Context: an optimization exercise on an open-source flow, tuned for small area, a short achievable clock period and few clock cycles per item. The choices shown serve that exercise and are no tape-out recipe. In this exercise RTL edits were held to simulation tests only and were not proved equivalent to the original. Power is estimated from default activity; no workload was simulated.

// bitmap_table_with_find_first_unit
module bitmap_table_with_find_first_unit (
   input  logic        clock,
   input  logic        reset,
   input  logic        req_valid,
   output logic        req_ready,
   input  logic [2:0]  req_type,
   input  logic [9:0]  req_position,
   input  logic [7:0]  req_value,
   output logic        rsp_valid,
   input  logic        rsp_ready,
   output logic        rsp_bit_value,
   output logic        rsp_found,
   output logic [9:0]  rsp_found_position,
   output logic        rsp_all_equal,
   output logic        rsp_bad_position,
   input  logic        csr_psel,
   input  logic        csr_penable,
   input  logic        csr_pwrite,
   input  logic [2:0]  csr_paddr,
   input  logic [31:0] csr_pwdata,
   output logic [31:0] csr_prdata,
   output logic        csr_pready
);
Size in the first run: ~4,500 cells after synthesis, about 1,400 flip-flops, roughly 110 I/O pins, about 58,000 µm² of cells after synthesis.
==> flow/config.mk <==
export PLATFORM = sky130hd
export DESIGN_NAME = bitmap_table_with_find_first_unit
export DESIGN_NICKNAME = bitmap_table_with_find_first_unit
export VERILOG_FILES = /design/flow/design.v
export SDC_FILE = /design/flow/constraint.sdc
export NUM_CORES = 4
export LEC_CHECK = 0
export CAP_MARGIN = 30
export CELL_PAD_IN_SITES_DETAIL_PLACEMENT = 1
export CELL_PAD_IN_SITES_GLOBAL_PLACEMENT = 2
export CORE_MARGIN = 2
export CORE_UTILIZATION = 35
export CTS_CLUSTER_DIAMETER = 60
export CTS_CLUSTER_SIZE = 24
export PLACE_DENSITY = 0.45
export SETUP_SLACK_MARGIN = 3.5
export SLEW_MARGIN = 30
==> flow/constraint.sdc <==
create_clock -name core_clock -period 7.0 [get_ports {clock}]
set_input_delay 1.4000 -clock core_clock [delete_from_list [all_inputs] [get_ports {clock}]]
set_output_delay 1.4000 -clock core_clock [all_outputs]
set_load 0.01 [all_outputs]
run.sh (not shown) runs the stock make flow with config.mk's settings and CLKGATE_MAP_FILE= SYNTH_SCRIPT=/design/flow/synth_recipe.tcl, a recipe that flattens the netlist after the stock synthesis.
The first run ran to the end with no violations.
Testbench counts at the start, summed over its fixed seeds: cycles 6,432, requests 6,400.
Edit:
- CORE_UTILIZATION: 35 -> 45
- CTS_CLUSTER_DIAMETER: 60 -> 80
- CTS_CLUSTER_SIZE: 24 -> 30
- PLACE_DENSITY: 0.45 -> 0.65
- SETUP_SLACK_MARGIN: 3.5 -> 3.75
The changed run finished with timing, DRC and antenna clean. Count of clock-buffer cells in the layout is lower by 79. Via count grows by 0.59%. Synthesized area stays the same. Setup slack gets better by 16 ps. Design area came out lower by 3.1%. Sequential share of layout area grows by 1.7 points. Power went down by about 13%. Combinational power hardly moves. First-iteration DRC count goes up by about 15%. Core utilization grows by 10 points.
Edit:
- CORE_UTILIZATION: 45 -> 50
- CTS_CLUSTER_DIAMETER: 80 -> 60
- CTS_CLUSTER_SIZE: 30 -> 24
- PLACE_DENSITY: 0.65 -> 0.72
=> Worst setup slack degrades by 24 ps; global-route usage went up by 3.9 points; core utilization climbs by 7.2 points; routed wire length fell by 1.6%; design area grows by 2.2%.

Starting RTL as in the previous note.
==> flow/design.v (excerpt) <==
module bitmap_table_with_find_first_unit (
   input  logic        clock,
   input  logic        reset,
   input  logic        req_valid,
   output logic        req_ready,
   input  logic [2:0]  req_type,
   input  logic [9:0]  req_position,
   input  logic [7:0]  req_value,
   output logic        rsp_valid,
   input  logic        rsp_ready,
   output logic        rsp_bit_value,
   output logic        rsp_found,
   output logic [9:0]  rsp_found_position,
   output logic        rsp_all_equal,
   output logic        rsp_bad_position,
   input  logic        csr_psel,
   input  logic        csr_penable,
   input  logic        csr_pwrite,
   input  logic [2:0]  csr_paddr,
   input  logic [31:0] csr_pwdata,
   output logic [31:0] csr_prdata,
   output logic        csr_pready
);
   function automatic logic [5:0] first32(input logic [31:0] x);
      logic [4:0]  c;
      logic [31:0] v;
      v = x;
      c = '0;
      if (v[15:0] == '0) begin c[4] = 1'b1; v = v >> 16; end
      if (v[7:0] == '0)  begin c[3] = 1'b1; v = v >> 8;  end
      if (v[3:0] == '0)  begin c[2] = 1'b1; v = v >> 4;  end
      if (v[1:0] == '0)  begin c[1] = 1'b1; v = v >> 2;  end
      if (!v[0])         begin c[0] = 1'b1;              end
      first32 = {|x, c};
   endfunction
   function automatic logic lt10(input logic [9:0] a, input logic [9:0] b);
      logic r;
      r = 1'b0;
      for (int i = 0; i < 10; i++) begin
         r = (!a[i] && b[i]) || ((a[i] == b[i]) && r);
      end
      lt10 = r;
   endfunction
   function automatic logic lt5(input logic [4:0] a, input logic [4:0] b);
      logic r;
      r = 1'b0;
      for (int i = 0; i < 5; i++) begin
         r = (!a[i] && b[i]) || ((a[i] == b[i]) && r);
      end
      lt5 = r;
   endfunction
   logic [10:0] bit_count;
   logic        n_full, n_zero;
   logic [4:0]  last_w, last_b;
   bmff_csr u_csr (
      .clock       (clock),
      .reset       (reset),
      .csr_psel    (csr_psel),
      .csr_penable (csr_penable),
      .csr_pwrite  (csr_pwrite),
      .csr_paddr   (csr_paddr),
      .csr_pwdata  (csr_pwdata),
      .csr_prdata  (csr_prdata),
      .csr_pready  (csr_pready),
      .bit_count   (bit_count),
      .n_full      (n_full),
      .n_zero      (n_zero),
      .last_w      (last_w),
      .last_b      (last_b)
   );
  ...
==> flow/config.mk <==
export PLATFORM = sky130hd
export DESIGN_NAME = bitmap_table_with_find_first_unit
export DESIGN_NICKNAME = bitmap_table_with_find_first_unit
export VERILOG_FILES = /design/flow/design.v
export SDC_FILE = /design/flow/constraint.sdc
export NUM_CORES = 4
export LEC_CHECK = 0
export CAP_MARGIN = 30
export CELL_PAD_IN_SITES_DETAIL_PLACEMENT = 1
export CELL_PAD_IN_SITES_GLOBAL_PLACEMENT = 2
export CORE_MARGIN = 2
export CORE_UTILIZATION = 40
export CTS_CLUSTER_DIAMETER = 80
export CTS_CLUSTER_SIZE = 30
export PLACE_DENSITY = 0.55
export SETUP_SLACK_MARGIN = 3.75
export SLEW_MARGIN = 30
==> flow/constraint.sdc <==
create_clock -name core_clock -period 7.0 [get_ports {clock}]
set_input_delay 1.4000 -clock core_clock [delete_from_list [all_inputs] [get_ports {clock}]]
set_output_delay 1.4000 -clock core_clock [all_outputs]
set_load 0.01 [all_outputs]
The starting point finished clean.
Testbench counts at the start, summed over its fixed seeds: cycles 6,432, requests 6,400.
==> next run, changes <==
--- a/flow/config.mk
+++ b/flow/config.mk
@@ -12,4 +12,4 @@
-export CORE_UTILIZATION = 40
-export CTS_CLUSTER_DIAMETER = 80
-export CTS_CLUSTER_SIZE = 30
-export PLACE_DENSITY = 0.55
+export CORE_UTILIZATION = 45
+export CTS_CLUSTER_DIAMETER = 60
+export CTS_CLUSTER_SIZE = 24
+export PLACE_DENSITY = 0.65
- total power grows by a few percent
- cell area grows slightly
- clock-buffer cell count grows by 39
- routed wire length shrinks by a few percent
- maximum frequency stays flat
- clock skew grows by 0.021 ns

==> port drivers added, routing unchanged <==
How much do the figures lean on ideal ports? The routed layouts below were timed once more, with nothing changed but the port constraints.
Step 1 sets driving cells, clkbuf_16 on the clock port and buf_2 on the other inputs (assumed; they add their load-dependent delay and slew).
Step 2 also shifts input and output timing later by t, the mid clock arrival at the registers, as if the neighbouring blocks saw the same clock.
Slacks: no drivers / after step 1 / after step 2; pairs: no drivers / after step 1.
run	t, ns	slack for setup (ns)	latest minus earliest clock arrival (ns)	worst register clock-pin slew, ns
the first run of note 1	0.899	3.447 / 3.447 / 2.847	0.044 / 0.044	0.08 / 0.08
the second run of note 1	0.821	3.463 / 3.463 / 3.075	0.066 / 0.065	0.12 / 0.12
the third run of note 1	0.849	3.439 / 3.439 / 3.043	0.065 / 0.065	0.09 / 0.09
the first run of note 2	0.829	3.481 / 3.481 / 3.110	0.052 / 0.052	0.12 / 0.12
the second run of note 2	0.857	3.483 / 3.483 / 3.077	0.067 / 0.067	0.10 / 0.10
After both steps setup and hold are still met in every run listed. For the first run of note 1, which loses most, drivers alone change the setup slack by 0.000 ns; drivers and shift together by -0.600 ns.
